Source: an optimization exercise on an open RTL-to-GDS flow (aim: small area, a short achievable clock period and few clock cycles per item). Production flows keep margins and buffers that such runs may drop.
Function was checked by simulation only, so behaviour that the tests miss may differ from the original.
Power and IR drop assume default switching activity.

## flow/design.v (module list and top-level ports; edited modules follow where they fit)
// module mm_load_buffer: 108 lines
// module mm_pe_row: 1148 lines
// module mm_engine: 76 lines
// module mm_z_buffer: 31 lines
// module mm_top: 73 lines
module mm_top
(
  input  logic        clk_i,
  input  logic        rst_i,
  input  logic        in_valid_i,
  input  logic [35:0] in_beat_i,
  output logic        in_ready_o,
  output logic        z_valid_o,
  output logic [79:0] z_o,
  input  logic        z_ready_i,
  output logic        busy_o
);
  // ...
==> flow/run.sh <==
#!/bin/bash
# synth_recipe.tcl (not shown) runs the flow's synth.tcl, then flattens the netlist and writes it again
# the make line also repeats each setting of config.mk as NAME=value (left out here)
make -C /OpenROAD-flow-scripts/flow DESIGN_CONFIG=/design/flow/config.mk WORK_HOME=/design/flow/orfs CLKGATE_MAP_FILE= SYNTH_SCRIPT=/design/flow/synth_recipe.tcl finish
==> flow/config.mk <==
export PLATFORM = sky130hd
export DESIGN_NAME = mm_top
export DESIGN_NICKNAME = mm_top
export VERILOG_FILES = /design/flow/design.v
export SDC_FILE = /design/flow/constraint.sdc
export NUM_CORES = 4
export LEC_CHECK = 0
export CAP_MARGIN = 20
export CORE_MARGIN = 2
export CORE_UTILIZATION = 40
export CTS_CLUSTER_DIAMETER = 110
export CTS_CLUSTER_SIZE = 26
export SETUP_SLACK_MARGIN = 4.35
export SLEW_MARGIN = 20
==> flow/constraint.sdc <==
create_clock -name core_clock -period 7.0 [get_ports {clk_i}]
set_input_delay 1.4000 -clock core_clock [delete_from_list [all_inputs] [get_ports {clk_i}]]
set_output_delay 1.4000 -clock core_clock [all_outputs]
set_load 0.01 [all_outputs]
==> results.tsv, run 1 <==
stage	metric	value	unit
status	status	timing/DRC/antenna clean	
global_route	Most Used Layer, Global Route	met2	
finish	fillers	6252	
worst_setup_path	worst endpoint data arrival time	2.98	ns
timing	worst-margin pin slew	1.07	ns
finish	Non-clock inverters	143	
synth	XOR/XNOR share of the synthesized area	1.49	%
clocking	Worst-path clk slew	0.09	ns
synth	sequential cell area fraction in the yosys report	55.2	%
worst_setup_path	crit end category	register	
finish	Final Instance Area	30800	sq um
timing	Final Hold Fails	0	
finish	comb_multi_in	1416	
synth	Netlist Area Pre-Place	27600	sq um
synth	synth unique cells	66	
timing	clock skew	0.0529	ns
synth	Synth Instances	2323	
worst_setup_path	FF-to-FF path depth	8	
floorplan	die area	71000	sq um
worst_setup_path	Critical R2R Capture	i_z_buffer.z_q[75]	
finish	share of cell area taken by multi-input logic gates	37.4	%
global_route	antenna violations before repair	1	
finish	dominant class by area	sequential cells	
routing	drt via density	5.35	
clocking	clock root buffer	clkbuf_16	
timing	Worst Slack Setup Final	4.35	ns
floorplan	core area	68500	sq um
timing	Final Critical Period	2.65	ns
Testbench counts, summed over its fixed seeds: cycles 3,136, jobs 512.
==> inputs of run 2 (changes only) <==
==> flow/flow/run.sh (new file) <==
#!/bin/bash
# Layout with the standard flow; the only change is the port buffers:
# every input and output port still gets one, but as buf_1 rather than the
# delay cell the flow's default choice picks.
set -euo pipefail
export BUFFER_PORTS_ARGS="-buffer_cell sky130_fd_sc_hd__buf_1"
bash standard.sh synth > synth.log 2>&1
bash standard.sh > layout.log 2>&1
==> flow/standard.sh (new file) <==
#!/bin/bash
# synth_recipe.tcl (not shown) runs the flow's synth.tcl, then flattens the netlist and writes it again
# the make line also repeats each setting of config.mk as NAME=value (left out here)
make -C /OpenROAD-flow-scripts/flow DESIGN_CONFIG=/design/flow/config.mk WORK_HOME=/design/flow/orfs CLKGATE_MAP_FILE= SYNTH_SCRIPT=/design/flow/synth_recipe.tcl "${@:-finish}"
--- a/flow/config.mk
+++ b/flow/config.mk
@@ -7,7 +7,7 @@
 export LEC_CHECK = 0
 export CAP_MARGIN = 20
 export CORE_MARGIN = 2
-export CORE_UTILIZATION = 40
+export CORE_UTILIZATION = 56
 export CTS_CLUSTER_DIAMETER = 110
 export CTS_CLUSTER_SIZE = 26
 export SETUP_SLACK_MARGIN = 4.35
removed: flow/run.sh
==> results.tsv, run 2 <==
stage	metric	value	unit	change
worst_hold_path	Worst Hold Endpoint	i_engine.last2_q		
synth	number of enable flip-flop cells after synthesis	336		
synth	synthesis-stage register bit count	592		
placement	DPL Wire Length	45000	um	
worst_setup_path	R2R Setup Slk	4.28	ns	
floorplan	die area	51000	sq um	-28%
routing	Total Wirelength	63400	um	
routing	DRT iter0 DRCs	1759		
global_route	vias in the first global route	16000		
timing	Achievable Freq	0.368	GHz	
global_route	total track usage	24.5	%	
pwr	Net Sw Frac	19.8	%	
pwr	Int Pwr	4.62	mW	
routing	via count	17300		
timing	final setup TNS	0	ns	
placement	# port buffers	122		
timing	worst-margin pin slew	1.05	ns	-0.0212 ns
floorplan	DIE WIDTH	226	um	
flow_run	Max Cap Viol	0		
synth	most frequent cell after synthesis	edfxtp_1		
routing	drc violations	0		
worst_setup_path	Critical Path Max Stage Delay	0.58	ns	
pwr	VDD IR max	0.222	mV	
worst_setup_path	FF-to-FF path depth	9		+1
worst_setup_path	cells along the critical path	fa_1, ha_4, and4_1, a21oi_2, a31oi_2, a41o_1, o41ai_4, buf_6, xnor2_4		
pwr	clock network power share	31.2	%	
pwr	Cell Pwr Density	193	nW/um^2	
floorplan	Rows	81		
clocking	clock root buffer	clkbuf_16		
worst_setup_path	CP Max Fanout	6		
floorplan	Die Ht	226	um	
clocking	CTS tree	built		
pwr	Logic pwr share	2.4	%	
synth	yosys synthesis warning count	4		
worst_setup_path	worst endpoint data arrival time	3.06	ns	+0.08 ns
finish	multi-input logic area	11500	sq um	
clocking	Clock Sinks	592		
synth	Synth Instances	2323		unchanged
synth	prevailing post-synth register cell	edfxtp_1		
worst_setup_path	crit end category	register		
finish	final core utilization	61.3	%	
worst_setup_path	worst r2r src	i_engine.i_pe_row.cs2_q[15]		
floorplan	# IOs	123		
worst_setup_path	Critical R2R Capture	i_z_buffer.z_q[16]		
timing	final setup fails	0		
timing	final worst path period share	38.8	%	
worst_hold_path	Hold Path Origin	i_engine.last1_q		
timing	Final Critical Period	2.72	ns	+0.0619 ns
synth	sequential cell area fraction in the yosys report	55.2	%	unchanged
routing	Routed Antenna Nets	0		
routing	drt pass-1 iters	5		
timing	RSZ-0062 raised after global routing	yes		
placement	routability cong.	0.873		
finish	leading cell type in the layout, fill and taps excluded	edfxtp_1		
timing	Worst slew margin	29.8	%	
synth	fraction of registers with async set/reset	0	%	
synth	syn_nets	2535		
global_route	grt total ovfl	0		
routing	Routed wire per std cell	20.9	um	
clocking	H-tree depth	1		
clocking	latest clock arrival within the worst-skew pair	0.61	ns	
status	status	timing/DRC/antenna clean		
global_route	antenna violations before repair	0		-1
worst_hold_path	WHS Path Cells	0		
synth	Synth top cells by count	336 x edfxtp_1, 256 x dfxtp_1, 229 x nand2_1, 135 x fa_1, 135 x inv_1		
worst_setup_path	startpoint types	register		
worst_setup_path	CP max-delay cell	fa_1		
clocking	Worst-path clk slew	0.10	ns	about the same
pwr	net switching power	1.14	mW	
worst_hold_path	HP Class	register to register		
floorplan	core area	48700	sq um	-29%
finish	Sequential cell area	15200	sq um	
synth	Netlist Area Pre-Place	27600	sq um	unchanged
worst_setup_path	WP data required	7.34	ns	
timing	clock skew	0.0233	ns	-0.0295 ns
global_route	largest net degree at the start of global routing	68		
clocking	clk buf depth	3		
finish	most frequent cells in the layout	336 x edfxtp_1, 248 x dfxtp_1, 210 x nand2_1		
finish	layout net count	2560		
finish	layout cell share with drive strength beyond 1	12.6	%	
pwr	Pleak	10.9	nW	
pwr	sequential share of power	66.4	%	
clocking	CTS buffer count	26		
finish	max reg flops	128		
synth	Synth area leaders	edfxtp_1 37%, dfxtp_1 19%, fa_1 9.8%, mux2_2 4.1%, nand2_1 3.1%		
global_route	first-pass GRT wire length	95400	um	
worst_setup_path	kind of critical path	register to register		
floorplan	Initial Util	56.6	%	
finish	Synth-to-Final Area Change	8.32	%	
finish	largest register by flop count	i_load_buffer.x_q		
timing	Final Hold Fails	0		unchanged
synth	Avg Cell Area, Syn	11.9	sq um	
timing	count of pins over their slew limit	0		
routing	drt via density	5.70		+6.5%
finish	fillers	3886		-38%
synth	Yosys top cell area share	36.6	%	
synth	Yosys top cell by area	edfxtp_1		
finish	Largest regs	i_load_buffer.x_q (128), i_engine.i_pe_row.cs1_q (120), i_z_buffer.z_q (76)		
synth	synth unique cells	66		unchanged
run 2: cell count changes in the layout (fill, tap and decap cells not counted), moves of 7 or more:
cell             change
and2_1               -7
buf_4               -12
nand2_2              +9
buf_1              +122
nand2_1              -8
clkdlybuf4s50_1     -38
clkbuf_2            -37
buf_2               -40
run 2: critical path, delay by kind of cell, from the launching register on:
kind            cells  cell delay, ns
xor+xnor            1            0.07
buf+inv             1            0.18
fa+ha+maj           2            0.81
compound gates      4            0.84
simple gates        1            0.20
flops               1            0.33
run 2: what timing repair did:
action                     CTS  global route
hold buffers                 0             0
resized for setup           44            62
setup endpoints to repair  185           184
pin swaps                   18            16
gates cloned                 2             5
setup buffers                7            15
run 2: power by group through the flow:
stage	Clock [mW]	Sequential (mW)	Combinational, mW
finish	1.80	3.82	0.140
global route	1.96	3.84	0.157
CTS	1.85	3.83	0.141
detailed placement	0	3.91	0.140
global placement	0	3.90	0.133
floorplan	0	3.88	0.109
run 2: per-layer routing:
metal  vias to the layer above  global-route usage (%)  part of all wire, %
li1                       8305                       -                    -
met3                        58                    1.93                  4.0
met5                         -                       0                    0
met1                      8530                    35.0                   44
met2                       382                    41.8                   50
met4                         0                    4.59                  1.8
run 2: how the worst max path moves through the flow:
| stage | from | cells after the start | to |
|---|---|---|---|
| 2_1_floorplan | z_ready_i | 3 | i_load_buffer.x_q[0] |
| 3_3_place_gp | z_ready_i | 6 | i_load_buffer.s_q[25] |
| 3_5_place_dp | z_ready_i | 6 | i_load_buffer.s_q[25] |
| 4_1_cts | z_ready_i | 5 | i_load_buffer.x_q[98] |
| 5_1_grt | i_load_buffer.b_q[33] | 3 | i_load_buffer.x_q[83] |
| 6_report | i_engine.i_pe_row.cs2_q[15] | 9 | i_z_buffer.z_q[16] |
run 2: cell families (layout without fill, tap and decap cells):
kind of cell / Yosys count / count (layout) / share of synthesized area, %
AOI/OAI and AO/OA: 552 / 552 / 12.9
xor gates and xnor gates: 47 / 47 / 1.49
adders and majority gates: 243 / 243 / 14.1
buffers and inverters: 318 / 359 / 4.62
DFF: 592 / 592 / 55.2
muxes: 110 / 110 / 4.45
other: 0 / 1 / 0
and+or+nand+nor: 461 / 464 / 7.28
run 2: metrics by stage:
stage / power, mW / area (sq um) / setup slack, ns / instances / hold slack (ns)
after detailed placement: 4.05 / 28400 / 3.42 / 2954 / 0.312
after CTS: 5.81 / 29500 / 4.19 / 3010 / 0.334
final: 5.76 / 29900 / 4.28 / 3032 / 0.332
after global routing: 5.96 / 29900 / 4.19 / 3031 / 0.353
after global placement: 4.03 / 28400 / 3.48 / 2954 / 0.311
after floorplan: 3.99 / 27700 / 3.90 / 2323 / 0.310
run 2: final cells by class:
cell class                      count  area share, %
Timing Repair inverter              3         0.0880
Antenna cell                        1        0.00838
Sequential cell                   592           51.0
Inverter                          138           1.86
Clock buffer                       47           2.62
Tap cell                          664           2.78
Timing Repair Buffer              171           3.02
Multi-Input combinational cell   1416           38.6
==> inputs of run 3 (changes only) <==
--- a/flow/config.mk
+++ b/flow/config.mk
@@ -7,8 +7,9 @@
 export LEC_CHECK = 0
 export CAP_MARGIN = 20
 export CORE_MARGIN = 2
-export CORE_UTILIZATION = 56
+export CORE_UTILIZATION = 40
 export CTS_CLUSTER_DIAMETER = 110
 export CTS_CLUSTER_SIZE = 26
+export GPL_ROUTABILITY_DRIVEN = 0
 export SETUP_SLACK_MARGIN = 4.35
 export SLEW_MARGIN = 20
==> results.tsv, run 3 <==
stage	metric	value	unit	change
synth	synth unique cells	66		unchanged
pwr	VDD IR max	0.199	mV	-10%
timing	Achievable Freq	0.372	GHz	+0.99%
synth	XOR/XNOR share of the synthesized area	1.49	%	unchanged
clocking	hold buffers post-CTS	0		unchanged
timing	final setup fails	0		unchanged
worst_setup_path	WP data required	7.58	ns	+0.24 ns
routing	Total Wirelength	63800	um	+0.64%
synth	number of enable flip-flop cells after synthesis	336		unchanged
timing	Final Hold Fails	0		unchanged
synth	prevailing post-synth register cell	edfxtp_1		
worst_setup_path	FF-to-FF path depth	8		-1
timing	worst-margin pin slew	1.09	ns	+0.0396 ns
synth	fraction of registers with async set/reset	0	%	unchanged
synth	largest family of logic cells by synthesized area	adder cells		
status	status	timing/DRC/antenna clean		
floorplan	core area	68500	sq um	+40%
synth	synthesis-stage register bit count	592		unchanged
timing	clock skew	0.0428	ns	+0.0194 ns
finish	Largest regs	i_load_buffer.x_q (128), i_engine.i_pe_row.cs1_q (120), i_z_buffer.z_q (76)		
routing	DRT iter0 DRCs	1567		-11%
floorplan	Rows	96		+19%
clocking	Worst-path clk slew	0.10	ns	about the same
floorplan	# IOs	123		unchanged
clocking	H-tree depth	1		unchanged
worst_setup_path	Critical R2R Capture	i_z_buffer.z_q[36]		
finish	final core utilization	44.1	%	-17 points
synth	Synth top cells by count	336 x edfxtp_1, 256 x dfxtp_1, 229 x nand2_1, 135 x fa_1, 135 x inv_1		
worst_setup_path	R2R Setup Slk	4.35	ns	+0.07 ns
finish	Synth-to-Final Area Change	9.58	%	
pwr	Cell Pwr Density	195	nW/um^2	+1.3%
finish	largest register by flop count	i_load_buffer.x_q		
global_route	first-pass GRT wire length	96600	um	+1.3%
placement	# port buffers	122		unchanged
worst_setup_path	CP Max Fanout	33		+27
clocking	CTS tree	built		
routing	drt via density	5.36		-5.9%
timing	count of pins over their slew limit	0		unchanged
global_route	largest net degree at the start of global routing	68		unchanged
synth	Netlist Area Pre-Place	27600	sq um	unchanged
clocking	clock root buffer	clkbuf_16		
routing	Routed wire per std cell	19.6	um	-6.1%
clocking	latest clock arrival within the worst-skew pair	0.63	ns	+0.02 ns
worst_hold_path	HP Class	register to register		
floorplan	DIE WIDTH	267	um	+18%
synth	Synth Instances	2323		unchanged
synth	mux contribution to synthesized area	4.45	%	unchanged
finish	layout net count	2560		unchanged
synth	sequential cell area fraction in the yosys report	55.2	%	unchanged
synth	most frequent cell after synthesis	edfxtp_1		
timing	RSZ-0062 raised after global routing	yes		
finish	Ant. Diodes	0		-1
floorplan	Die Ht	267	um	+18%
synth	Yosys top cell by area	edfxtp_1		
synth	Yosys top cell area share	36.6	%	unchanged
placement	dpl cells	3172		+7.4%
clocking	CTS buffer count	28		+7.7%
synth	Avg Cell Area, Syn	11.9	sq um	unchanged
routing	drt pass-1 iters	5		unchanged
floorplan	Initial Util	40.3	%	-16 points
flow_run	Max Cap Viol	0		unchanged
synth	syn_nets	2535		unchanged
placement	placed cell areas	28700	sq um	+0.96%
floorplan	die area	71000	sq um	+39%
worst_hold_path	WHS Path Cells	0		unchanged
synth	complex-gate fraction of the synthesized area	12.9	%	unchanged
clocking	clk buf depth	3		unchanged
worst_setup_path	worst r2r src	i_engine.i_pe_row.cs2_q[17]		
pwr	Pleak	10.9	nW	+0.45%
finish	Final Instance Area	30200	sq um	+1.2%
pwr	Power Total	5.90	mW	+2.4%
finish	most frequent cells in the layout	336 x edfxtp_1, 250 x dfxtp_1, 215 x nand2_1		
synth	simple-gate portion of the synthesized area	7.28	%	unchanged
timing	Worst slew margin	27.2	%	-2.6 points
timing	Final Critical Period	2.69	ns	-0.0266 ns
global_route	vias in the first global route	16500		+3.2%
routing	via count	17400		+0.84%
worst_setup_path	worst endpoint data arrival time	3.27	ns	+0.21 ns
global_route	grt total ovfl	0		unchanged
finish	post-route insts no fill	3250		+7.2%
placement	DPL Wire Length	44700	um	-0.54%
finish	max reg flops	128		unchanged
timing	Hold Worst Slack	0.332	ns	+0.000486 ns
global_route	antenna violations before repair	0		unchanged
timing	final setup TNS	0	ns	unchanged
worst_setup_path	crit end category	register		
worst_hold_path	Hold Path Origin	i_engine.i_pe_row.cs1_q[2]		
timing	Worst Slack Setup Final	4.31	ns	+0.0266 ns
synth	yosys synthesis warning count	4		unchanged
synth	Synth area leaders	edfxtp_1 37%, dfxtp_1 19%, fa_1 9.8%, mux2_2 4.1%, nand2_1 3.1%		
finish	layout cell share with drive strength beyond 1	12.2	%	-0.43 points
synth	Post-Synth Adder-Cell Area	14.1	%	unchanged
worst_hold_path	Worst Hold Endpoint	i_engine.i_pe_row.cs2_q[1]		
worst_setup_path	startpoint types	input port		
global_route	total track usage	17.4	%	-7.1 points
clocking	Clock Sinks	592		unchanged
finish	leading cell type in the layout, fill and taps excluded	edfxtp_1		
timing	final worst path period share	38.4	%	-0.38 points
placement	Placement Setup Slack	3.38	ns	-0.0332 ns
routing	Routed Antenna Nets	0		unchanged
finish	fillers	6295		+62%
worst_setup_path	kind of critical path	input port to register		
routing	drc violations	0		unchanged
run 3: cell types whose count changed in the layout (fill, tap and decap cells not counted), moves of 2 or more:
cell	before	now
and2_2	13	7
nand2_1	210	215
and2_1	14	20
dfxtp_2	6	4
buf_16	0	3
clkbuf_1	18	16
nand2_2	19	14
a21oi_1	91	89
nor2_4	9	7
inv_12	0	4
a21oi_2	15	17
dfxtp_1	248	250
run 3: final cells by class:
class | instances | area [sq um] | share of cell area, %
clock inverters | 6 | 125 | 0.414
repair buffers | 171 | 941 | 3.11
repair inverters | 3 | 26.3 | 0.0870
well taps | 882 | 1100 | 3.65
inverters | 138 | 557 | 1.84
flip-flops and latches | 592 | 15200 | 50.4
multi-input cells | 1414 | 11500 | 38.0
clock buffers | 44 | 761 | 2.52
run 3: what timing repair did:
| action | in CTS | in global routing |
|---|---|---|
| pin swaps | 13 | 11 |
| setup buffers | 4 | 15 |
| endpoints found under the setup margin | 196 | 105 |
| gates cloned | 1 | 3 |
| gates resized for setup | 26 | 60 |
run 3: logic make-up after synthesis:
kind of cell             Yosys count
XOR/XNOR                          47
flip-flops                       592
AO/OA/AOI/OAI                    552
AND/OR/NAND/NOR                  461
buffers and inverters            318
multiplexers                     110
adder cells (fa/ha/maj)          243
run 3: power breakdown:
part | internal (mW) | switching [mW]
sequential | 3.78 | 0.0430
combinational | 0.0794 | 0.0639
clock | 0.822 | 1.12
total | 4.68 | 1.22
run 3: how the worst max path moves through the flow:
| stage | cells after the start | slack (ns) | from | endpoint |
|---|---|---|---|---|
| 4_1_cts | 5 | 4.19 | z_ready_i | i_load_buffer.x_q[111] |
| 6_report | 8 | 4.31 | z_ready_i | i_load_buffer.fx_q[3] |
| 3_3_place_gp | 6 | 3.47 | z_ready_i | i_load_buffer.s_q[29] |
| 3_5_place_dp | 6 | 3.38 | z_ready_i | i_load_buffer.s_q[26] |
| 2_1_floorplan | 3 | 3.90 | z_ready_i | i_load_buffer.x_q[0] |
| 5_1_grt | 10 | 4.25 | i_engine.i_pe_row.cs2_q[17] | i_z_buffer.z_q[77] |
run 3: worst max-delay path: stages:
cell and delay, ns:
buf_1 0.07, nand2b_4 0.16, a21oi_4 0.28, nor4_1 0.13, o211ai_2 0.59, inv_6 0.28
nor2_4 0.20, o21a_1 0.14
run 3: per-layer routing:
metal / track usage, % / wire (um) / vias up / share of wire [%]
met4: 4.49 / 1850 / 0 / 2.9
met3: 2.09 / 2880 / 80 / 4.5
met5: 0 / 0 / - / 0
met2: 27.9 / 29400 / 459 / 46
met1: 25.2 / 29700 / 8571 / 46
li1: - / - / 8310 / -
==> inputs of run 4 (changes only) <==
--- a/flow/config.mk
+++ b/flow/config.mk
@@ -10,6 +10,5 @@
 export CORE_UTILIZATION = 40
 export CTS_CLUSTER_DIAMETER = 110
 export CTS_CLUSTER_SIZE = 26
-export GPL_ROUTABILITY_DRIVEN = 0
 export SETUP_SLACK_MARGIN = 4.35
 export SLEW_MARGIN = 20
==> results.tsv, run 4 <==
stage	metric	value	unit	change
floorplan	# IOs	123		unchanged
finish	layout cell share with drive strength beyond 1	11.9	%	-0.28 points
global_route	first-pass GRT wire length	95400	um	-1.3%
worst_setup_path	CP Max Fanout	41		+24%
worst_setup_path	kind of critical path	register to register		
synth	sequential cell area fraction in the yosys report	55.2	%	unchanged
clocking	hold buffers post-CTS	0		unchanged
pwr	clock network power share	30.7	%	-2.1 points
finish	Ant. Diodes	0		unchanged
placement	dpl cells	3172		unchanged
clocking	CTS tree	built		
worst_setup_path	crit end category	register		
routing	Routed Antenna Nets	0		unchanged
pwr	sequential share of power	66.8	%	+2.0 points
worst_hold_path	HP Class	register to register		
finish	max reg flops	128		unchanged
routing	DRT iter0 DRCs	1583		+1.0%
status	status	timing/DRC/antenna clean		
synth	Synth area leaders	edfxtp_1 37%, dfxtp_1 19%, fa_1 9.8%, mux2_2 4.1%, nand2_1 3.1%		
pwr	Int Pwr	4.57	mW	-2.3%
synth	yosys synthesis warning count	4		unchanged
global_route	vias in the first global route	16100		-2.5%
clocking	clock root buffer	clkbuf_16		
synth	Netlist Area Pre-Place	27600	sq um	unchanged
finish	leading cell type in the layout, fill and taps excluded	edfxtp_1		
pwr	Pleak	10.9	nW	-0.66%
finish	multi-input logic area	11400	sq um	-0.25%
global_route	largest net degree at the start of global routing	68		unchanged
synth	prevailing post-synth register cell	edfxtp_1		
synth	synthesis-stage register bit count	592		unchanged
placement	routability cong.	0.853		
synth	synth unique cells	66		unchanged
clocking	clk buf depth	3		unchanged
global_route	Most Used Layer, Global Route	met2		
finish	final core utilization	43.9	%	-0.25 points
pwr	Net Sw Frac	20.1	%	-0.63 points
routing	drc violations	0		unchanged
timing	worst-margin pin slew	1.06	ns	-0.0287 ns
synth	Yosys top cell by area	edfxtp_1		
global_route	M3 GR Usage	1.97	%	-0.11 points
routing	Routed wire per std cell	19.7	um	+0.23%
synth	number of enable flip-flop cells after synthesis	336		unchanged
finish	Largest regs	i_load_buffer.x_q (128), i_engine.i_pe_row.cs1_q (120), i_z_buffer.z_q (76)		
pwr	net switching power	1.15	mW	-6.0%
worst_setup_path	WP data required	7.45	ns	-0.13 ns
finish	fillers	6317		+0.35%
worst_setup_path	worst endpoint data arrival time	3.08	ns	-0.19 ns
finish	most frequent cells in the layout	336 x edfxtp_1, 250 x dfxtp_1, 213 x nand2_1		
timing	final setup fails	0		unchanged
global_route	routing usage on met2	27.5	%	-0.38 points
pwr	Logic pwr share	2.5	%	about the same
placement	DPL Wire Length	44300	um	-0.83%
synth	Synth Instances	2323		unchanged
timing	Worst slew margin	29.1	%	+1.9 points
timing	Final Critical Period	2.64	ns	-0.0545 ns
pwr	Cell Pwr Density	190	nW/um^2	-2.5%
clocking	CTS buffer count	26		-7.1%
clocking	Worst-path clk slew	0.10	ns	about the same
timing	Achievable Freq	0.379	GHz	+2.1%
floorplan	Die Ht	267	um	unchanged
finish	layout net count	2559		-0.039%
timing	final worst path period share	37.7	%	-0.78 points
finish	largest register by flop count	i_load_buffer.x_q		
timing	count of pins over their slew limit	0		unchanged
clocking	Clock Sinks	592		unchanged
finish	Synth-to-Final Area Change	8.96	%	
clocking	latest clock arrival within the worst-skew pair	0.63	ns	about the same
global_route	total track usage	17.3	%	-0.15 points
synth	Synth top cells by count	336 x edfxtp_1, 256 x dfxtp_1, 229 x nand2_1, 135 x fa_1, 135 x inv_1		
finish	Sequential cell area	15200	sq um	about the same
floorplan	die area	71000	sq um	unchanged
global_route	met1 usage	25.0	%	-0.14 points
timing	RSZ-0062 raised after global routing	yes		
routing	drt via density	5.36		about the same
placement	# port buffers	122		unchanged
synth	fraction of registers with async set/reset	0	%	unchanged
floorplan	DIE WIDTH	267	um	unchanged
timing	clock skew	0.0545	ns	+0.0118 ns
worst_setup_path	startpoint types	register		
routing	via count	17400		-0.16%
floorplan	Initial Util	40.3	%	unchanged
synth	Yosys top cell area share	36.6	%	unchanged
floorplan	core area	68500	sq um	unchanged
synth	Avg Cell Area, Syn	11.9	sq um	unchanged
global_route	antenna violations before repair	1		+1
timing	final setup TNS	0	ns	unchanged
flow_run	Max Cap Viol	0		unchanged
timing	Final Hold Fails	0		unchanged
synth	syn_nets	2535		unchanged
finish	post-route insts no fill	3247		-0.092%
routing	drt pass-1 iters	7		+2
synth	most frequent cell after synthesis	edfxtp_1		
global_route	grt total ovfl	0		unchanged
floorplan	Rows	96		unchanged
pwr	VDD IR max	0.180	mV	-9.4%
clocking	H-tree depth	1		unchanged
routing	Total Wirelength	63900	um	+0.14%
[run 4: cell counts after synthesis]
Identical to the previous run, type by type.
[run 4: cell families after synthesis]
family / count (synthesis) / synth area share, %
AND/OR/NAND/NOR: 461 / 7.28
XOR/XNOR: 47 / 1.49
buffers and inverters: 318 / 4.62
flip-flops: 592 / 55.2
AO/OA/AOI/OAI: 552 / 12.9
multiplexers: 110 / 4.45
adder cells (fa/ha/maj): 243 / 14.1
[run 4: path summary, 6_finish.rpt]
| check | startpoint | to | slack (ns) | cells after the start |
|---|---|---|---|---|
| min reg2reg | i_engine.i_pe_row.cs1_q[118] | i_engine.i_pe_row.cs2_q[38] | 0.34 | 0 |
| max | i_engine.sel_q[1] | i_engine.i_pe_row.cs1_q[63] | 4.36 | 9 |
| max reg2reg | i_engine.sel_q[1] | i_engine.i_pe_row.cs1_q[63] | 4.36 | 9 |
| min | i_engine.i_pe_row.cs1_q[118] | i_engine.i_pe_row.cs2_q[38] | 0.34 | 0 |
[run 4: per-layer routing]
layer  wire [um]  share of wire (%)
met4        1790                2.8
met5           8              0.013
met3        3130                4.9
met1       29400                 46
met2       29600                 46
[run 4: power groups by stage]
stage	combinational, mW	sequential, mW	clock [mW]
detailed placement	0.142	3.90	0
floorplan	0.109	3.88	0
CTS	0.144	3.82	1.81
global placement	0.134	3.90	0
finish	0.143	3.82	1.76
global route	0.159	3.84	1.92
[run 4: layout make-up]
cell class              instances  share of cell area, %
flip-flops and latches        592                   50.7
multi-input cells            1415                   38.1
well taps                     882                   3.67
repair buffers                170                   3.07
clock buffers                  43                   2.38
inverters                     138                   1.87
clock inverters                 3                  0.133
repair inverters                4                  0.117
[run 4: critical path, stage by stage (launching register included)]
cell      delay [ns]
dfxtp_1         0.34
clkbuf_8        0.27
a22o_1          0.26
a221oi_1        0.22
buf_4           0.27
nor2_1          0.06
a31oi_1         0.17
o22ai_1         0.10
a21oi_1         0.25
fa_1            0.49
[run 4: through the flow]
stage               cell area [sq um]  hold WS [ns]  setup WS [ns]  total power, mW
floorplan                       27700         0.310           3.90             3.99
global placement                28700         0.313           3.44             4.03
detailed placement              28700         0.312           3.37             4.05
CTS                             29700         0.336           4.15             5.77
global route                    30000         0.340           4.29             5.91
finish                          30000         0.336           4.36             5.72
[run 4: what timing repair did]
action                     4_1_cts  5_1_grt
pin swaps                       21       20
buffers inserted                 5       15
gates resized for setup         32       45
cloned                           1        5
setup endpoints to repair      144      188
==> inputs of run 5 (changes only) <==
--- a/flow/config.mk
+++ b/flow/config.mk
@@ -10,5 +10,5 @@
 export CORE_UTILIZATION = 40
 export CTS_CLUSTER_DIAMETER = 110
 export CTS_CLUSTER_SIZE = 26
-export SETUP_SLACK_MARGIN = 4.35
+export SETUP_SLACK_MARGIN = 4.3
 export SLEW_MARGIN = 20
==> results.tsv, run 5 <==
stage	metric	value	unit	change
routing	drt via density	5.37		+0.21%
timing	RSZ-0062 raised after global routing	yes		
synth	largest family of logic cells by synthesized area	adder cells		
routing	drt pass-1 iters	6		-1
synth	XOR/XNOR share of the synthesized area	1.49	%	unchanged
finish	layout cell share with drive strength beyond 1	10.4	%	-1.5 points
synth	Avg Cell Area, Syn	11.9	sq um	unchanged
finish	largest register by flop count	i_load_buffer.x_q		
synth	most frequent cell after synthesis	edfxtp_1		
synth	Synth top cells by count	336 x edfxtp_1, 256 x dfxtp_1, 229 x nand2_1, 135 x fa_1, 135 x inv_1		
global_route	first-pass GRT wire length	95000	um	-0.39%
worst_setup_path	kind of critical path	input port to register		
floorplan	core area	68500	sq um	unchanged
finish	Final Instance Area	29900	sq um	-0.58%
synth	Yosys top cell area share	36.6	%	unchanged
clocking	hold buffers post-CTS	0		unchanged
timing	clock skew	0.0547	ns	+0.000138 ns
placement	routability cong.	0.853		unchanged
timing	final setup fails	0		unchanged
finish	final core utilization	43.6	%	-0.25 points
pwr	Power Total	5.72	mW	about the same
timing	Final Critical Period	2.71	ns	+0.0715 ns
global_route	grt total ovfl	0		unchanged
synth	number of enable flip-flop cells after synthesis	336		unchanged
clocking	CTS buffer count	26		unchanged
timing	count of pins over their slew limit	0		unchanged
finish	most frequent cells in the layout	336 x edfxtp_1, 252 x dfxtp_1, 223 x nand2_1		
global_route	antenna violations before repair	1		unchanged
pwr	Logic pwr share	2.5	%	about the same
placement	DPL Wire Length	44300	um	unchanged
routing	Total Wirelength	63600	um	-0.42%
routing	via count	17400		-0.034%
worst_setup_path	WP data required	7.33	ns	-0.12 ns
pwr	Net Sw Frac	20.1	%	about the same
clocking	H-tree depth	1		unchanged
synth	mux contribution to synthesized area	4.45	%	unchanged
finish	max reg flops	128		unchanged
worst_setup_path	startpoint types	input port		
timing	worst-margin pin slew	1.07	ns	+0.00813 ns
worst_setup_path	cells along the critical path	buf_1, nand2b_4, a21oi_4, or3_1, nor2_4, buf_16		
synth	Synth Instances	2323		unchanged
finish	Largest regs	i_load_buffer.x_q (128), i_engine.i_pe_row.cs1_q (120), i_z_buffer.z_q (76)		
synth	prevailing post-synth register cell	edfxtp_1		
clocking	Clock Sinks	592		unchanged
pwr	Int Pwr	4.57	mW	about the same
pwr	Pleak	10.8	nW	-0.59%
synth	sequential cell area fraction in the yosys report	55.2	%	unchanged
synth	complex-gate fraction of the synthesized area	12.9	%	unchanged
clocking	clk buf depth	3		unchanged
status	status	timing/DRC/antenna clean		
worst_setup_path	Critical Path Max Stage Delay	0.53	ns	+0.04 ns
global_route	total track usage	17.2	%	-0.064 points
worst_setup_path	crit end category	register		
routing	drc violations	0		unchanged
pwr	sequential share of power	66.8	%	about the same
clocking	clock root buffer	clkbuf_16		
floorplan	# IOs	123		unchanged
worst_setup_path	CP max-delay cell	nor2_4		
pwr	clock network power share	30.7	%	about the same
timing	Worst slew margin	28.5	%	-0.54 points
finish	Ant. Diodes	0		unchanged
synth	Synth area leaders	edfxtp_1 37%, dfxtp_1 19%, fa_1 9.8%, mux2_2 4.1%, nand2_1 3.1%		
clocking	latest clock arrival within the worst-skew pair	0.62	ns	about the same
synth	fraction of registers with async set/reset	0	%	unchanged
floorplan	Initial Util	40.3	%	unchanged
floorplan	Die Ht	267	um	unchanged
pwr	VDD IR max	0.180	mV	+0.11%
worst_setup_path	worst endpoint data arrival time	3.04	ns	-0.04 ns
finish	leading cell type in the layout, fill and taps excluded	edfxtp_1		
floorplan	die area	71000	sq um	unchanged
synth	syn_nets	2535		unchanged
finish	layout net count	2551		-0.31%
finish	Synth-to-Final Area Change	8.33	%	
worst_hold_path	HP Class	register to register		
floorplan	DIE WIDTH	267	um	unchanged
global_route	largest net degree at the start of global routing	68		unchanged
routing	Routed wire per std cell	19.6	um	-0.17%
synth	Post-Synth Adder-Cell Area	14.1	%	unchanged
timing	Achievable Freq	0.369	GHz	-2.6%
synth	Yosys top cell by area	edfxtp_1		
global_route	vias in the first global route	16000		-0.44%
floorplan	Rows	96		unchanged
synth	synth unique cells	66		unchanged
timing	final setup TNS	0	ns	unchanged
routing	DRT iter0 DRCs	1615		+2.0%
worst_setup_path	CP Max Fanout	18		-56%
synth	simple-gate portion of the synthesized area	7.28	%	unchanged
synth	Netlist Area Pre-Place	27600	sq um	unchanged
timing	Final Hold Fails	0		unchanged
routing	Routed Antenna Nets	0		unchanged
synth	yosys synthesis warning count	4		unchanged
flow_run	Max Cap Viol	0		unchanged
timing	final worst path period share	38.7	%	+1.0 points
pwr	Cell Pwr Density	192	nW/um^2	+0.61%
synth	synthesis-stage register bit count	592		unchanged
placement	# port buffers	122		unchanged
timing	Hold Worst Slack	0.336	ns	+0.0000450 ns
clocking	Worst-path clk slew	0.10	ns	about the same
placement	placed cell areas	28700	sq um	unchanged
clocking	CTS tree	built		
pwr	net switching power	1.15	mW	+0.12%
-- run 5: per-layer routing --
| layer | up-vias | part of all wire, % | global-route usage, % |
|---|---|---|---|
| met5 | - | 0.013 | 0 |
| met4 | 2 | 3.0 | 4.81 |
| met3 | 84 | 5.0 | 1.97 |
| met2 | 513 | 46 | 27.3 |
| met1 | 8495 | 46 | 25.0 |
| li1 | 8292 | - | - |
-- run 5: final timing paths --
kind | slack [ns] | start | to | cells after the start
setup / recovery | 4.29 | z_ready_i | i_load_buffer.x_q[98] | 6
hold / removal | 0.34 | i_engine.i_pe_row.cs1_q[118] | i_engine.i_pe_row.cs2_q[38] | 0
setup reg to reg | 4.34 | i_engine.i_pe_row.cs2_q[15] | i_z_buffer.z_q[55] | 9
hold reg to reg | 0.34 | i_engine.i_pe_row.cs1_q[118] | i_engine.i_pe_row.cs2_q[38] | 0
-- run 5: logic make-up after synthesis --
kind of cell             after synthesis
AND/OR/NAND/NOR                      461
XOR/XNOR                              47
flip-flops                           592
adder cells (fa/ha/maj)              243
AO/OA/AOI/OAI                        552
buffers and inverters                318
multiplexers                         110
-- run 5: what timing repair did --
item	in CTS	in global routing
setup buffers	1	11
setup endpoints to repair	123	162
gates resized for setup	17	31
cloned	1	5
pin swaps	10	17
-- run 5: layout make-up --
cell class	count	area [sq um]
Clock buffer	43	714
Inverter	138	561
Fill cell	6322	38600
Tap cell	882	1100
Clock inverter	3	40.0
Sequential cell	592	15200
Timing Repair Buffer	162	808
Multi-Input combinational cell	1416	11400
Timing Repair inverter	3	26.3
-- run 5: power groups by stage --
stage / combinational (mW) / clock (mW) / sequential, mW
after floorplan: 0.109 / 0 / 3.88
after global placement: 0.134 / 0 / 3.90
after detailed placement: 0.142 / 0 / 3.90
after CTS: 0.144 / 1.81 / 3.82
after global routing: 0.158 / 1.92 / 3.84
final: 0.142 / 1.76 / 3.82
-- run 5: critical path: cells and delay by family --
| family | cells | cell delay [ns] |
|---|---|---|
| and+or+nand+nor | 3 | 1.20 |
| buffers and inverters | 2 | 0.31 |
| AOI/OAI and AO/OA | 1 | 0.10 |
-- run 5: metrics by stage --
stage          worst slack (ns)  cells
6_report                   4.29   3239
5_1_grt                    4.25   3239
4_1_cts                    4.15   3220
3_5_place_dp               3.37   3172
3_3_place_gp               3.44   3172
2_1_floorplan              3.90   2323
==> inputs of run 6 (changes only) <==
--- a/flow/config.mk
+++ b/flow/config.mk
@@ -7,8 +7,8 @@
 export LEC_CHECK = 0
 export CAP_MARGIN = 20
 export CORE_MARGIN = 2
-export CORE_UTILIZATION = 40
+export CORE_UTILIZATION = 48
 export CTS_CLUSTER_DIAMETER = 110
 export CTS_CLUSTER_SIZE = 26
-export SETUP_SLACK_MARGIN = 4.3
+export SETUP_SLACK_MARGIN = 4.4
 export SLEW_MARGIN = 20
==> results.tsv, run 6 <==
stage	metric	value	unit	change
timing	final setup TNS	0	ns	unchanged
synth	synthesis-stage register bit count	592		unchanged
finish	Largest regs	i_load_buffer.x_q (128), i_engine.i_pe_row.cs1_q (120), i_z_buffer.z_q (76)		
clocking	CTS tree	built		
timing	final setup fails	0		unchanged
global_route	total track usage	20.4	%	+3.2 points
placement	DPL Wire Length	43900	um	-0.97%
floorplan	Die Ht	244	um	-8.6%
status	status	timing/DRC/antenna clean		
worst_hold_path	HP Class	register to register		
floorplan	Initial Util	48.7	%	+8.4 points
synth	yosys synthesis warning count	4		unchanged
synth	number of enable flip-flop cells after synthesis	336		unchanged
finish	Synth-to-Final Area Change	9.42	%	
worst_setup_path	worst endpoint data arrival time	2.98	ns	-0.06 ns
worst_setup_path	crit end category	register		
global_route	first-pass GRT wire length	94200	um	-0.84%
clocking	Clock Sinks	592		unchanged
finish	layout net count	2567		+0.63%
timing	Achievable Freq	0.380	GHz	+2.8%
floorplan	# IOs	123		unchanged
timing	worst-margin pin slew	1.03	ns	-0.0397 ns
synth	largest family of logic cells by synthesized area	adder cells		
timing	Final Critical Period	2.63	ns	-0.0736 ns
pwr	VDD IR max	0.231	mV	+28%
finish	Final Instance Area	30200	sq um	+1.0%
clocking	clk buf depth	3		unchanged
floorplan	core area	56600	sq um	-17%
synth	mux contribution to synthesized area	4.45	%	unchanged
clocking	H-tree depth	1		unchanged
routing	drc violations	0		unchanged
synth	Synth top cells by count	336 x edfxtp_1, 256 x dfxtp_1, 229 x nand2_1, 135 x fa_1, 135 x inv_1		
synth	Avg Cell Area, Syn	11.9	sq um	unchanged
synth	fraction of registers with async set/reset	0	%	unchanged
timing	Worst slew margin	31.2	%	+2.6 points
synth	Netlist Area Pre-Place	27600	sq um	unchanged
global_route	largest net degree at the start of global routing	68		unchanged
timing	clock skew	0.0411	ns	-0.0135 ns
routing	via count	17300		-0.49%
timing	RSZ-0062 raised after global routing	yes		
routing	drt pass-1 iters	8		+2
placement	placed cell areas	28500	sq um	-0.55%
worst_setup_path	R2R Setup Slk	4.37	ns	+0.03 ns
synth	XOR/XNOR share of the synthesized area	1.49	%	unchanged
routing	DRT iter0 DRCs	1401		-13%
finish	leading cell type in the layout, fill and taps excluded	edfxtp_1		
synth	prevailing post-synth register cell	edfxtp_1		
clocking	latest clock arrival within the worst-skew pair	0.64	ns	+0.02 ns
pwr	Cell Pwr Density	193	nW/um^2	+0.85%
routing	Routed Antenna Nets	0		unchanged
placement	# port buffers	122		unchanged
global_route	antenna violations before repair	1		unchanged
timing	Hold Worst Slack	0.333	ns	-0.00284 ns
finish	final core utilization	53.3	%	+9.7 points
finish	largest register by flop count	i_load_buffer.x_q		
worst_setup_path	CP Max Fanout	4		-14
clocking	hold buffers post-CTS	0		unchanged
clocking	Worst-path clk slew	0.10	ns	about the same
floorplan	DIE WIDTH	244	um	-8.6%
worst_setup_path	startpoint types	register		
flow_run	Max Cap Viol	0		unchanged
timing	count of pins over their slew limit	0		unchanged
synth	syn_nets	2535		unchanged
floorplan	Rows	87		-9.4%
placement	routability cong.	0.868		+1.7%
clocking	clock root buffer	clkbuf_16		
synth	most frequent cell after synthesis	edfxtp_1		
global_route	vias in the first global route	16000		+0.037%
finish	layout cell share with drive strength beyond 1	14.2	%	+3.8 points
timing	final worst path period share	37.6	%	-1.1 points
synth	sequential cell area fraction in the yosys report	55.2	%	unchanged
synth	Post-Synth Adder-Cell Area	14.1	%	unchanged
clocking	CTS buffer count	27		+3.8%
synth	synth unique cells	66		unchanged
worst_setup_path	kind of critical path	register to register		
synth	complex-gate fraction of the synthesized area	12.9	%	unchanged
floorplan	die area	59400	sq um	-16%
synth	Yosys top cell by area	edfxtp_1		
finish	fillers	4925		-22%
synth	simple-gate portion of the synthesized area	7.28	%	unchanged
finish	max reg flops	128		unchanged
global_route	grt total ovfl	0		unchanged
routing	Routed wire per std cell	20.1	um	+2.1%
worst_setup_path	WP data required	7.34	ns	about the same
synth	Yosys top cell area share	36.6	%	unchanged
timing	Final Hold Fails	0		unchanged
routing	drt via density	5.52		+2.9%
routing	Total Wirelength	62800	um	-1.3%
finish	most frequent cells in the layout	336 x edfxtp_1, 250 x dfxtp_1, 205 x nand2_1		
synth	Synth Instances	2323		unchanged
pwr	Pleak	11.0	nW	+1.5%
synth	Synth area leaders	edfxtp_1 37%, dfxtp_1 19%, fa_1 9.8%, mux2_2 4.1%, nand2_1 3.1%		
## run 6: cell count changes in the layout (fill, tap and decap cells not counted), sizes merged
cell / delta
buf: +10
clkbuf: +8
clkinv: -2
inv: +2
clkdlybuf4s15: +1
diode: +1
nor2: -1
## run 6: where the power goes
group	internal, mW	switching (mW)
Clock	0.780	1.08
Combinational	0.0791	0.0650
Sequential	3.78	0.0432
## run 6: metrics by stage
stage                     total power, mW  setup slack [ns]  std cells
after global routing                 6.02              4.27       3131
after detailed placement             4.05              3.42       3046
after CTS                            5.89              4.19       3102
after global placement               4.04              3.45       3046
final                                5.83              4.37       3132
after floorplan                      3.99              3.90       2323
## run 6: what timing repair did
item                                    in CTS  in global routing
cloned                                       1                  5
gates resized for setup                     38                 96
endpoints found under the setup margin     195                226
buffers inserted                             6                 21
pin swaps                                    8                 10
## run 6: worst max-delay path: stages (launching register included)
cell and delay, ns:
dfxtp_2 0.33, fa_1 0.58, ha_4 0.21, or2_4 0.24
o31ai_2 0.07, a21oi_2 0.06, a41o_1 0.27, o41a_1 0.41
xnor2_2 0.19
## run 6: kinds of logic after synthesis
kind of cell    Yosys count
compound gates          552
xor+xnor                 47
fa+ha+maj               243
buf+inv                 318
flops                   592
mux                     110
simple gates            461
## run 6: final timing paths
check / endpoint / depth (start not counted) / from
worst max register to register: i_z_buffer.z_q[15] / 8 / i_engine.i_pe_row.cs2_q[21]
worst min register to register: i_engine.i_pe_row.cs2_q[38] / 0 / i_engine.i_pe_row.cs1_q[118]
worst max-delay path: i_z_buffer.z_q[15] / 8 / i_engine.i_pe_row.cs2_q[21]
worst min-delay path: i_engine.i_pe_row.cs2_q[38] / 0 / i_engine.i_pe_row.cs1_q[118]
## run 6: final cells by class
cell class | count | area (sq um) | area share [%]
tap | 756 | 946 | 3.14
multi-input combinational | 1415 | 11600 | 38.6
inverter | 138 | 561 | 1.86
timing repair inverter | 3 | 26.3 | 0.0871
clock inverter | 3 | 52.6 | 0.174
sequential | 592 | 15200 | 50.5
clock buffer | 46 | 778 | 2.58
timing repair buffer | 178 | 938 | 3.11
antenna | 1 | 2.50 | 0.00829
## run 6: metal layers
metal	wire, um	vias to the layer above	GRT usage (%)
met5	0	-	0
met4	1590	0	4.99
met3	2610	64	2.23
met2	29900	430	33.1
met1	28700	8477	29.5
li1	-	8329	-
==> inputs of run 7 (changes only) <==
--- a/flow/config.mk
+++ b/flow/config.mk
@@ -7,7 +7,7 @@
 export LEC_CHECK = 0
 export CAP_MARGIN = 20
 export CORE_MARGIN = 2
-export CORE_UTILIZATION = 48
+export CORE_UTILIZATION = 44
 export CTS_CLUSTER_DIAMETER = 110
 export CTS_CLUSTER_SIZE = 26
 export SETUP_SLACK_MARGIN = 4.4
==> results.tsv, run 7 <==
stage	metric	value	unit	change
timing	Achievable Freq	0.385	GHz	+1.4%
finish	Ant. Diodes	0		-1
routing	drt pass-1 iters	5		-3
floorplan	# IOs	123		unchanged
placement	DPL Wire Length	44600	um	+1.6%
timing	Final Critical Period	2.60	ns	-0.0366 ns
synth	Yosys top cell by area	edfxtp_1		
synth	sequential cell area fraction in the yosys report	55.2	%	unchanged
worst_hold_path	HP Class	register to register		
floorplan	die area	64700	sq um	+8.9%
placement	dpl cells	3127		+2.7%
finish	most frequent cells in the layout	336 x edfxtp_1, 246 x dfxtp_1, 208 x nand2_1		
pwr	Int Pwr	4.57	mW	-1.4%
timing	final setup TNS	0	ns	unchanged
synth	number of enable flip-flop cells after synthesis	336		unchanged
global_route	M3 GR Usage	2.68	%	+0.46 points
clocking	CTS buffer count	26		-3.7%
pwr	sequential share of power	66.8	%	+1.2 points
routing	Routed wire per std cell	19.7	um	-1.7%
floorplan	core area	61800	sq um	+9.2%
timing	Worst slew margin	28.6	%	-2.6 points
synth	synthesis-stage register bit count	592		unchanged
status	status	timing/DRC/antenna clean		
global_route	antenna violations before repair	1		unchanged
finish	layout net count	2570		+0.12%
flow_run	Max Cap Viol	0		unchanged
finish	Largest regs	i_load_buffer.x_q (128), i_engine.i_pe_row.cs1_q (120), i_z_buffer.z_q (76)		
finish	post-route insts no fill	3213		+2.6%
worst_setup_path	WP data required	7.32	ns	-0.02 ns
worst_setup_path	worst r2r src	i_engine.i_pe_row.cs2_q[15]		
floorplan	Initial Util	44.6	%	-4.1 points
synth	Synth area leaders	edfxtp_1 37%, dfxtp_1 19%, fa_1 9.8%, mux2_2 4.1%, nand2_1 3.1%		
pwr	Pleak	11.0	nW	about the same
synth	fraction of registers with async set/reset	0	%	unchanged
global_route	met1 usage	27.1	%	-2.4 points
pwr	net switching power	1.15	mW	-3.7%
global_route	Most Used Layer, Global Route	met2		
synth	Yosys top cell area share	36.6	%	unchanged
routing	drt via density	5.43		-1.6%
synth	yosys synthesis warning count	4		unchanged
timing	Final Hold Fails	0		unchanged
global_route	largest net degree at the start of global routing	68		unchanged
floorplan	DIE WIDTH	254	um	+4.4%
synth	Synth Instances	2323		unchanged
worst_setup_path	worst endpoint data arrival time	2.92	ns	-0.06 ns
synth	Netlist Area Pre-Place	27600	sq um	unchanged
clocking	Worst-path clk slew	0.10	ns	about the same
worst_setup_path	CP Max Fanout	5		+1
synth	synth unique cells	66		unchanged
finish	layout cell share with drive strength beyond 1	13.6	%	-0.64 points
timing	final worst path period share	37.1	%	-0.52 points
routing	Routed Antenna Nets	0		unchanged
worst_setup_path	crit end category	register		
finish	max reg flops	128		unchanged
placement	# port buffers	122		unchanged
finish	largest register by flop count	i_load_buffer.x_q		
synth	Avg Cell Area, Syn	11.9	sq um	unchanged
worst_hold_path	Hold Path Origin	i_engine.last1_q		
global_route	total track usage	19.2	%	-1.2 points
pwr	Net Sw Frac	20.0	%	-0.39 points
global_route	first-pass GRT wire length	95600	um	+1.6%
routing	Total Wirelength	63400	um	+0.86%
synth	most frequent cell after synthesis	edfxtp_1		
clocking	latest clock arrival within the worst-skew pair	0.62	ns	-0.02 ns
pwr	Cell Pwr Density	189	nW/um^2	-2.0%
timing	final setup fails	0		unchanged
worst_setup_path	kind of critical path	register to register		
worst_setup_path	R2R Setup Slk	4.40	ns	+0.04 ns
finish	leading cell type in the layout, fill and taps excluded	edfxtp_1		
timing	count of pins over their slew limit	0		unchanged
timing	clock skew	0.0526	ns	+0.0115 ns
pwr	Logic pwr share	2.5	%	about the same
finish	Synth-to-Final Area Change	9.55	%	
clocking	hold buffers post-CTS	0		unchanged
placement	routability cong.	0.868		about the same
routing	DRT iter0 DRCs	1512		+7.9%
pwr	clock network power share	30.7	%	-1.3 points
floorplan	Die Ht	254	um	+4.4%
pwr	VDD IR max	0.208	mV	-9.8%
worst_setup_path	startpoint types	register		
synth	syn_nets	2535		unchanged
floorplan	Rows	91		+4.6%
worst_setup_path	Critical Path Source	i_engine.i_pe_row.cs2_q[15]		
routing	via count	17500		+0.90%
timing	RSZ-0062 raised after global routing	yes		
clocking	clock root buffer	clkbuf_16		
synth	Synth top cells by count	336 x edfxtp_1, 256 x dfxtp_1, 229 x nand2_1, 135 x fa_1, 135 x inv_1		
clocking	clk buf depth	3		unchanged
clocking	CTS tree	built		
global_route	vias in the first global route	16300		+1.7%
global_route	grt total ovfl	0		unchanged
synth	prevailing post-synth register cell	edfxtp_1		
clocking	H-tree depth	1		unchanged
routing	drc violations	0		unchanged
clocking	Clock Sinks	592		unchanged
timing	worst-margin pin slew	1.07	ns	+0.0377 ns
global_route	routing usage on met2	30.5	%	-2.6 points
## run 7: cell counts after synthesis
No cell type changed its count.
## run 7: worst paths after layout
kind                              to  cells after the start
setup / recovery  i_z_buffer.z_q[76]                      9
setup reg to reg  i_z_buffer.z_q[76]                      9
hold reg to reg     i_engine.last2_q                      0
hold / removal      i_engine.last2_q                      0
## run 7: repair_timing
item,in CTS,in global routing
setup buffers,7,25
gates resized for setup,57,62
endpoints found under the setup margin,230,194
gates cloned,1,4
pin swaps,20,17
## run 7: metrics by stage
step                      utilization (%)  hold WS (ns)  worst slack (ns)  total power, mW  area (sq um)
after floorplan                         -         0.310              3.90             3.99         27700
after global placement               46.3         0.311              3.50             4.03         28600
after detailed placement             46.3         0.314              3.45             4.05         28600
after CTS                            48.0         0.338              4.17             5.80         29700
after global routing                 48.9         0.342              4.30             5.92         30200
final                                48.9         0.336              4.40             5.72         30200
## run 7: cells by family (layout without fill, tap and decap cells)
kind of cell,count (synthesis),after routing,share of synthesized area [%]
AOI/OAI and AO/OA,552,552,12.9
xor gates and xnor gates,47,47,1.49
adders and majority gates,243,243,14.1
buffers and inverters,318,370,4.62
DFF,592,592,55.2
muxes,110,110,4.45
and+or+nand+nor,461,462,7.28
## run 7: cell type report
cell class / count / area [sq um]
fill: 5425 / 31600
sequential: 592 / 15200
multi-input combinational: 1414 / 11500
timing repair buffer: 183 / 1070
tap: 837 / 1050
clock buffer: 44 / 718
inverter: 138 / 557
clock inverter: 2 / 36.3
timing repair inverter: 3 / 26.3
## run 7: worst max-delay path, stage by stage (launching register included)
cell and delay, ns:
dfxtp_2 0.33, fa_1 0.58, ha_4 0.23, buf_6 0.12
o2111a_1 0.13, a21oi_2 0.15, a31oi_2 0.12, a41o_1 0.24
o41ai_4 0.31, xnor2_2 0.13
## run 7: power by group through the flow
stage	sequential [mW]	clock, mW	combinational, mW
5_1_grt	3.83	1.92	0.161
3_5_place_dp	3.90	0	0.142
2_1_floorplan	3.88	0	0.109
3_3_place_gp	3.90	0	0.135
4_1_cts	3.82	1.83	0.143
6_report	3.82	1.76	0.143
## run 7: per-layer routing
metal / routed length [um] / up-vias
met4: 2190 / 2
met1: 28400 / 8525
met2: 29300 / 534
met3: 3470 / 85
li1: - / 8310
met5: 16 / -
==> inputs of run 8 (changes only) <==
--- a/flow/config.mk
+++ b/flow/config.mk
@@ -10,5 +10,5 @@
 export CORE_UTILIZATION = 44
 export CTS_CLUSTER_DIAMETER = 110
 export CTS_CLUSTER_SIZE = 26
-export SETUP_SLACK_MARGIN = 4.4
+export SETUP_SLACK_MARGIN = 4.35
 export SLEW_MARGIN = 20
==> results.tsv, run 8 <==
stage	metric	value	unit	change
status	status	timing/DRC/antenna clean		
synth	Netlist Area Pre-Place	27600	sq um	unchanged
global_route	antenna violations before repair	1		unchanged
floorplan	Rows	91		unchanged
worst_setup_path	worst endpoint data arrival time	3.07	ns	+0.15 ns
placement	DPL Wire Length	44600	um	unchanged
routing	Total Wirelength	63100	um	-0.33%
synth	synthesis-stage register bit count	592		unchanged
global_route	vias in the first global route	16300		-0.018%
timing	RSZ-0062 raised after global routing	yes		
routing	drt pass-1 iters	6		+1
routing	Routed wire per std cell	19.7	um	about the same
timing	Hold Worst Slack	0.336	ns	-0.0000510 ns
worst_setup_path	WP data required	7.47	ns	+0.15 ns
clocking	CTS buffer count	26		unchanged
worst_setup_path	Critical Path Source	i_engine.i_pe_row.cs1_q[55]		
finish	Largest regs	i_load_buffer.x_q (128), i_engine.i_pe_row.cs1_q (120), i_z_buffer.z_q (76)		
synth	prevailing post-synth register cell	edfxtp_1		
global_route	grt total ovfl	0		unchanged
worst_setup_path	FF-to-FF path depth	6		-3
clocking	Worst-path clk slew	0.11	ns	about the same
synth	Synth top cells by count	336 x edfxtp_1, 256 x dfxtp_1, 229 x nand2_1, 135 x fa_1, 135 x inv_1		
finish	layout net count	2559		-0.43%
worst_setup_path	R2R Setup Slk	4.40	ns	about the same
synth	Avg Cell Area, Syn	11.9	sq um	unchanged
floorplan	Initial Util	44.6	%	unchanged
routing	via count	17400		-0.32%
routing	drt via density	5.43		about the same
timing	count of pins over their slew limit	0		unchanged
synth	syn_nets	2535		unchanged
timing	Final Hold Fails	0		unchanged
synth	Synth area leaders	edfxtp_1 37%, dfxtp_1 19%, fa_1 9.8%, mux2_2 4.1%, nand2_1 3.1%		
timing	worst-margin pin slew	1.07	ns	-0.000555 ns
global_route	total track usage	19.2	%	about the same
global_route	largest net degree at the start of global routing	68		unchanged
clocking	clock root buffer	clkbuf_16		
timing	Worst slew margin	28.6	%	+0.037 points
routing	metal2 WL	29300	um	about the same
clocking	hold buffers post-CTS	0		unchanged
clocking	latest clock arrival within the worst-skew pair	0.62	ns	about the same
synth	Synth Instances	2323		unchanged
timing	final setup fails	0		unchanged
routing	Routed Antenna Nets	0		unchanged
synth	sequential cell area fraction in the yosys report	55.2	%	unchanged
placement	routability cong.	0.868		unchanged
worst_setup_path	kind of critical path	register to register		
pwr	VDD IR max	0.209	mV	+0.19%
pwr	Pleak	10.9	nW	-0.79%
finish	Final Instance Area	30000	sq um	-0.66%
finish	max reg flops	128		unchanged
timing	Achievable Freq	0.385	GHz	-0.12%
placement	# port buffers	122		unchanged
synth	Yosys top cell by area	edfxtp_1		
synth	Yosys top cell area share	36.6	%	unchanged
routing	DRT iter0 DRCs	1476		-2.4%
clocking	Clock Sinks	592		unchanged
routing	DR top layer	met5		
placement	placed cell areas	28600	sq um	unchanged
floorplan	Die Ht	254	um	unchanged
floorplan	# IOs	123		unchanged
synth	fraction of registers with async set/reset	0	%	unchanged
worst_hold_path	HP Class	register to register		
finish	largest register by flop count	i_load_buffer.x_q		
floorplan	die area	64700	sq um	unchanged
clocking	H-tree depth	1		unchanged
floorplan	core area	61800	sq um	unchanged
synth	synth unique cells	66		unchanged
floorplan	DIE WIDTH	254	um	unchanged
routing	met3 WL	3250	um	-6.2%
worst_setup_path	startpoint types	register		
flow_run	Max Cap Viol	0		unchanged
worst_setup_path	worst r2r src	i_engine.i_pe_row.cs1_q[55]		
synth	yosys synthesis warning count	4		unchanged
routing	met1 wire length	28500	um	about the same
clocking	CTS tree	built		
worst_setup_path	Critical R2R Capture	i_engine.i_pe_row.cs2_q[19]		
timing	final worst path period share	37.1	%	+0.043 points
finish	Ant. Diodes	0		unchanged
synth	most frequent cell after synthesis	edfxtp_1		
synth	number of enable flip-flop cells after synthesis	336		unchanged
routing	drc violations	0		unchanged
finish	Synth-to-Final Area Change	8.83	%	
finish	most frequent cells in the layout	336 x edfxtp_1, 248 x dfxtp_1, 215 x nand2_1		
pwr	Cell Pwr Density	191	nW/um^2	+0.71%
finish	layout cell share with drive strength beyond 1	11.8	%	-1.8 points
timing	Final Critical Period	2.60	ns	+0.00303 ns
worst_setup_path	CP Max Fanout	1		-4
finish	leading cell type in the layout, fill and taps excluded	edfxtp_1		
worst_setup_path	Worst setup endpoint	i_engine.i_pe_row.cs2_q[19]		
timing	final setup TNS	0	ns	unchanged
clocking	clk buf depth	3		unchanged
timing	clock skew	0.0500	ns	-0.00260 ns
global_route	first-pass GRT wire length	95600	um	about the same
worst_setup_path	crit end category	register		
[run 8: through the flow]
| stage | std cells | util (%) | setup WS, ns | power, mW |
|---|---|---|---|---|
| after floorplan | 2323 | - | 3.90 | 3.99 |
| after global placement | 3127 | 46.3 | 3.50 | 4.03 |
| after detailed placement | 3127 | 46.3 | 3.45 | 4.05 |
| after CTS | 3179 | 47.9 | 4.17 | 5.80 |
| after global routing | 3202 | 48.5 | 4.30 | 5.92 |
| final | 3202 | 48.5 | 4.40 | 5.72 |
[run 8: repair_timing]
item / 4_1_cts / 5_1_grt
cloned: 1 / 2
setup buffers: 5 / 18
gates resized for setup: 43 / 38
pin swaps: 18 / 16
endpoints found under the setup margin: 222 / 180
[run 8: worst max-delay path, stage by stage, from the launching register on]
cell	delay, ns
dfxtp_1	0.32
inv_1	0.17
fa_1	0.49
fa_1	0.55
inv_1	0.05
fa_1	0.41
fa_1	0.48
[run 8: layout make-up]
class                   count  area, sq um
flip-flops and latches    592        15200
clock inverters             2         36.3
clock buffers              44          718
repair inverters            2         17.5
well taps                 837         1050
fillers                  5457        31800
repair buffers            173          958
multi-input cells        1414        11400
inverters                 138          557
[run 8: cells by family (layout without fill, tap and decap cells)]
family	after synthesis	count (layout)	synth area share, %
xor+xnor	47	47	1.49
buf+inv	318	359	4.62
simple gates	461	462	7.28
compound gates	552	552	12.9
fa+ha+maj	243	243	14.1
flops	592	592	55.2
mux	110	110	4.45
[run 8: worst min-delay path by stage]
stage / start / depth (start not counted) / end / slack (ns)
2_1_floorplan: i_engine.i_pe_row.cs1_q[2] / 0 / i_engine.i_pe_row.cs2_q[1] / 0.31
3_5_place_dp: i_engine.i_pe_row.cs1_q[118] / 0 / i_engine.i_pe_row.cs2_q[38] / 0.31
4_1_cts: i_engine.last1_q / 0 / i_engine.last2_q / 0.34
5_1_grt: i_engine.last1_q / 0 / i_engine.last2_q / 0.34
3_3_place_gp: i_engine.last1_q / 0 / i_engine.last2_q / 0.31
6_report: i_engine.last1_q / 0 / i_engine.last2_q / 0.34
[run 8: per-layer routing]
metal / GRT usage (%) / up-vias
li1: - / 8280
met5: 0 / -
met1: 27.0 / 8534
met3: 2.68 / 82
met2: 30.6 / 502
met4: 6.37 / 2
[run 8: power by group]
part	internal (mW)	leakage, nW	switching, mW	total (mW)
registers	3.78	5.23	0.0426	3.82
logic	0.0800	5.30	0.0629	0.143
clock network	0.715	0.358	1.04	1.76
total	4.57	10.9	1.15	5.72
==> inputs of run 9 (changes only) <==
--- a/flow/config.mk
+++ b/flow/config.mk
@@ -7,7 +7,7 @@
 export LEC_CHECK = 0
 export CAP_MARGIN = 20
 export CORE_MARGIN = 2
-export CORE_UTILIZATION = 44
+export CORE_UTILIZATION = 42
 export CTS_CLUSTER_DIAMETER = 110
 export CTS_CLUSTER_SIZE = 26
 export SETUP_SLACK_MARGIN = 4.35
==> results.tsv, run 9 <==
stage	metric	value	unit	change
worst_setup_path	Critical Path Max Stage Delay	0.47	ns	-0.08 ns
worst_setup_path	startpoint types	input port		
finish	layout net count	2561		+0.078%
floorplan	Initial Util	42.6	%	-2.0 points
worst_setup_path	Critical Path Source	z_ready_i		
finish	Synth-to-Final Area Change	8.96	%	
finish	most frequent cells in the layout	336 x edfxtp_1, 252 x dfxtp_1, 212 x nand2_1		
timing	Achievable Freq	0.381	GHz	-0.84%
worst_setup_path	cells along the critical path	buf_1, nand2b_4, a21oi_4, o41ai_2, o211ai_2, bufinv_16		
clocking	CTS buffer count	26		unchanged
synth	fraction of registers with async set/reset	0	%	unchanged
synth	syn_nets	2535		unchanged
finish	largest register by flop count	i_load_buffer.x_q		
finish	post-route insts no fill	3222		+0.62%
timing	final worst path period share	37.5	%	+0.31 points
synth	yosys synthesis warning count	4		unchanged
flow_run	Max Cap Viol	0		unchanged
floorplan	Rows	93		+2.2%
synth	prevailing post-synth register cell	edfxtp_1		
floorplan	core area	64700	sq um	+4.6%
global_route	first-pass GRT wire length	95100	um	-0.51%
synth	sequential cell area fraction in the yosys report	55.2	%	unchanged
worst_setup_path	CP max-delay cell	bufinv_16		
timing	count of pins over their slew limit	0		unchanged
timing	final setup fails	0		unchanged
synth	synth unique cells	66		unchanged
routing	drt via density	5.34		-1.8%
floorplan	DIE WIDTH	260	um	+2.3%
finish	leading cell type in the layout, fill and taps excluded	edfxtp_1		
synth	number of enable flip-flop cells after synthesis	336		unchanged
worst_setup_path	WP data required	7.28	ns	-0.19 ns
clocking	H-tree depth	1		unchanged
routing	via count	17200		-1.2%
pwr	Pleak	10.9	nW	about the same
finish	fillers	5890		+7.9%
global_route	vias in the first global route	16100		-1.3%
timing	Worst slew margin	27.6	%	-1.0 points
synth	Synth area leaders	edfxtp_1 37%, dfxtp_1 19%, fa_1 9.8%, mux2_2 4.1%, nand2_1 3.1%		
routing	DRT iter0 DRCs	1740		+18%
clocking	clock root buffer	clkbuf_16		
routing	drt pass-1 iters	7		+1
status	status	timing/DRC/antenna clean		
worst_setup_path	kind of critical path	input port to register		
worst_setup_path	CP Max Fanout	67		+66
clocking	Worst-path clk slew	0.10	ns	about the same
pwr	Power Total	5.74	mW	+0.27%
finish	Final Instance Area	30000	sq um	+0.12%
finish	layout cell share with drive strength beyond 1	11.8	%	+0.032 points
worst_setup_path	Critical R2R Capture	i_engine.i_pe_row.cs1_q[113]		
floorplan	# IOs	123		unchanged
clocking	CTS tree	built		
finish	final core utilization	46.4	%	-2.1 points
placement	placed cell areas	28700	sq um	about the same
worst_setup_path	FF-to-FF path depth	8		+2
worst_setup_path	worst r2r src	i_engine.sel_q[1]		
global_route	grt total ovfl	0		unchanged
placement	routability cong.	0.864		-0.47%
finish	max reg flops	128		unchanged
floorplan	Die Ht	260	um	+2.3%
synth	most frequent cell after synthesis	edfxtp_1		
timing	Final Hold Fails	0		unchanged
worst_setup_path	crit end category	register		
synth	Yosys top cell area share	36.6	%	unchanged
floorplan	die area	67700	sq um	+4.7%
global_route	largest net degree at the start of global routing	68		unchanged
timing	clock skew	0.0452	ns	-0.00480 ns
routing	Total Wirelength	62700	um	-0.67%
timing	RSZ-0062 raised after global routing	yes		
placement	# port buffers	122		unchanged
timing	final setup TNS	0	ns	unchanged
pwr	VDD IR max	0.236	mV	+13%
==> run 9: cell counts after synthesis <==
No cell type changed its count.
==> run 9: metrics by stage <==
step	hold WS, ns	setup WS [ns]
2_1_floorplan	0.310	3.90
3_3_place_gp	0.313	3.47
3_5_place_dp	0.318	3.36
4_1_cts	0.340	4.18
5_1_grt	0.350	4.29
6_report	0.336	4.38
==> run 9: layout make-up <==
| class | instances | area, sq um | area share [%] |
|---|---|---|---|
| sequential | 592 | 15200 | 50.7 |
| multi-input combinational | 1415 | 11400 | 38.1 |
| tap | 855 | 1070 | 3.56 |
| timing repair buffer | 174 | 961 | 3.20 |
| clock buffer | 44 | 739 | 2.46 |
| inverter | 138 | 557 | 1.85 |
| clock inverter | 2 | 33.8 | 0.112 |
| timing repair inverter | 2 | 17.5 | 0.0583 |
==> run 9: worst min-delay path by stage <==
stage,startpoint,endpoint,slack [ns],depth (start not counted)
floorplan,i_engine.i_pe_row.cs1_q[2],i_engine.i_pe_row.cs2_q[1],0.31,0
global placement,i_engine.last1_q,i_engine.last2_q,0.31,0
detailed placement,i_engine.row1_q[1],i_engine.row2_q[1],0.32,0
CTS,i_engine.row1_q[1],i_engine.row2_q[1],0.34,0
global route,i_engine.last1_q,i_engine.last2_q,0.35,0
finish,i_engine.last1_q,i_engine.last2_q,0.34,0
==> run 9: cell families after synthesis <==
family | synth area share (%)
AO/OA/AOI/OAI | 12.9
XOR/XNOR | 1.49
adder cells (fa/ha/maj) | 14.1
buffers and inverters | 4.62
flip-flops | 55.2
multiplexers | 4.45
AND/OR/NAND/NOR | 7.28
==> run 9: critical path, delay by kind of cell <==
| family | cells | cell delay, ns |
|---|---|---|
| AOI/OAI and AO/OA | 3 | 0.73 |
| buffers and inverters | 2 | 0.55 |
| and+or+nand+nor | 1 | 0.15 |
==> run 9: where the power goes <==
part	switching [mW]	total, mW	internal, mW
registers	0.0426	3.82	3.78
clock network	1.04	1.77	0.735
logic	0.0651	0.145	0.0795
total	1.14	5.74	4.59
==> run 9: routing by layer <==
metal  part of all wire (%)  GRT usage, %
met1                     46          26.4
met2                     47          29.5
met3                    4.7          1.60
met4                    2.0          3.54
met5                      0             0
==> run 9: timing repair <==
action	CTS	global route
gates cloned	1	3
endpoints found under the setup margin	145	150
setup buffers	3	20
pin swaps	11	16
resized for setup	25	52

## port drivers added, routing unchanged
How much do the figures lean on ideal ports? The routed layouts below were timed once more, with nothing changed but the port constraints.
Step 1 sets driving cells, clkbuf_16 on the clock port and buf_2 on the other inputs (assumed; they add their load-dependent delay and slew).
Step 2 times the ports against the registers' clock, not the clock port: input delays grow and output delays shrink by t, the midpoint of the rising clock arrivals with the driver on.
Three values: ideal ports, drivers, drivers and shift; two values: the first two.
run | t, ns | setup slack, ns
run 1 | 0.665 | 4.345 / 4.345 / 3.805
run 2 | 0.658 | 4.283 / 4.283 / 3.724
run 3 | 0.670 | 4.310 / 4.345 / 3.675
run 4 | 0.660 | 4.364 / 4.345 / 3.814
run 5 | 0.658 | 4.293 / 4.331 / 3.673
run 6 | 0.671 | 4.366 / 4.366 / 3.794
run 7 | 0.659 | 4.403 / 4.378 / 3.871
run 8 | 0.656 | 4.400 / 4.380 / 3.791
run 9 | 0.663 | 4.378 / 4.383 / 3.755
After both steps every run listed still meets setup and hold.
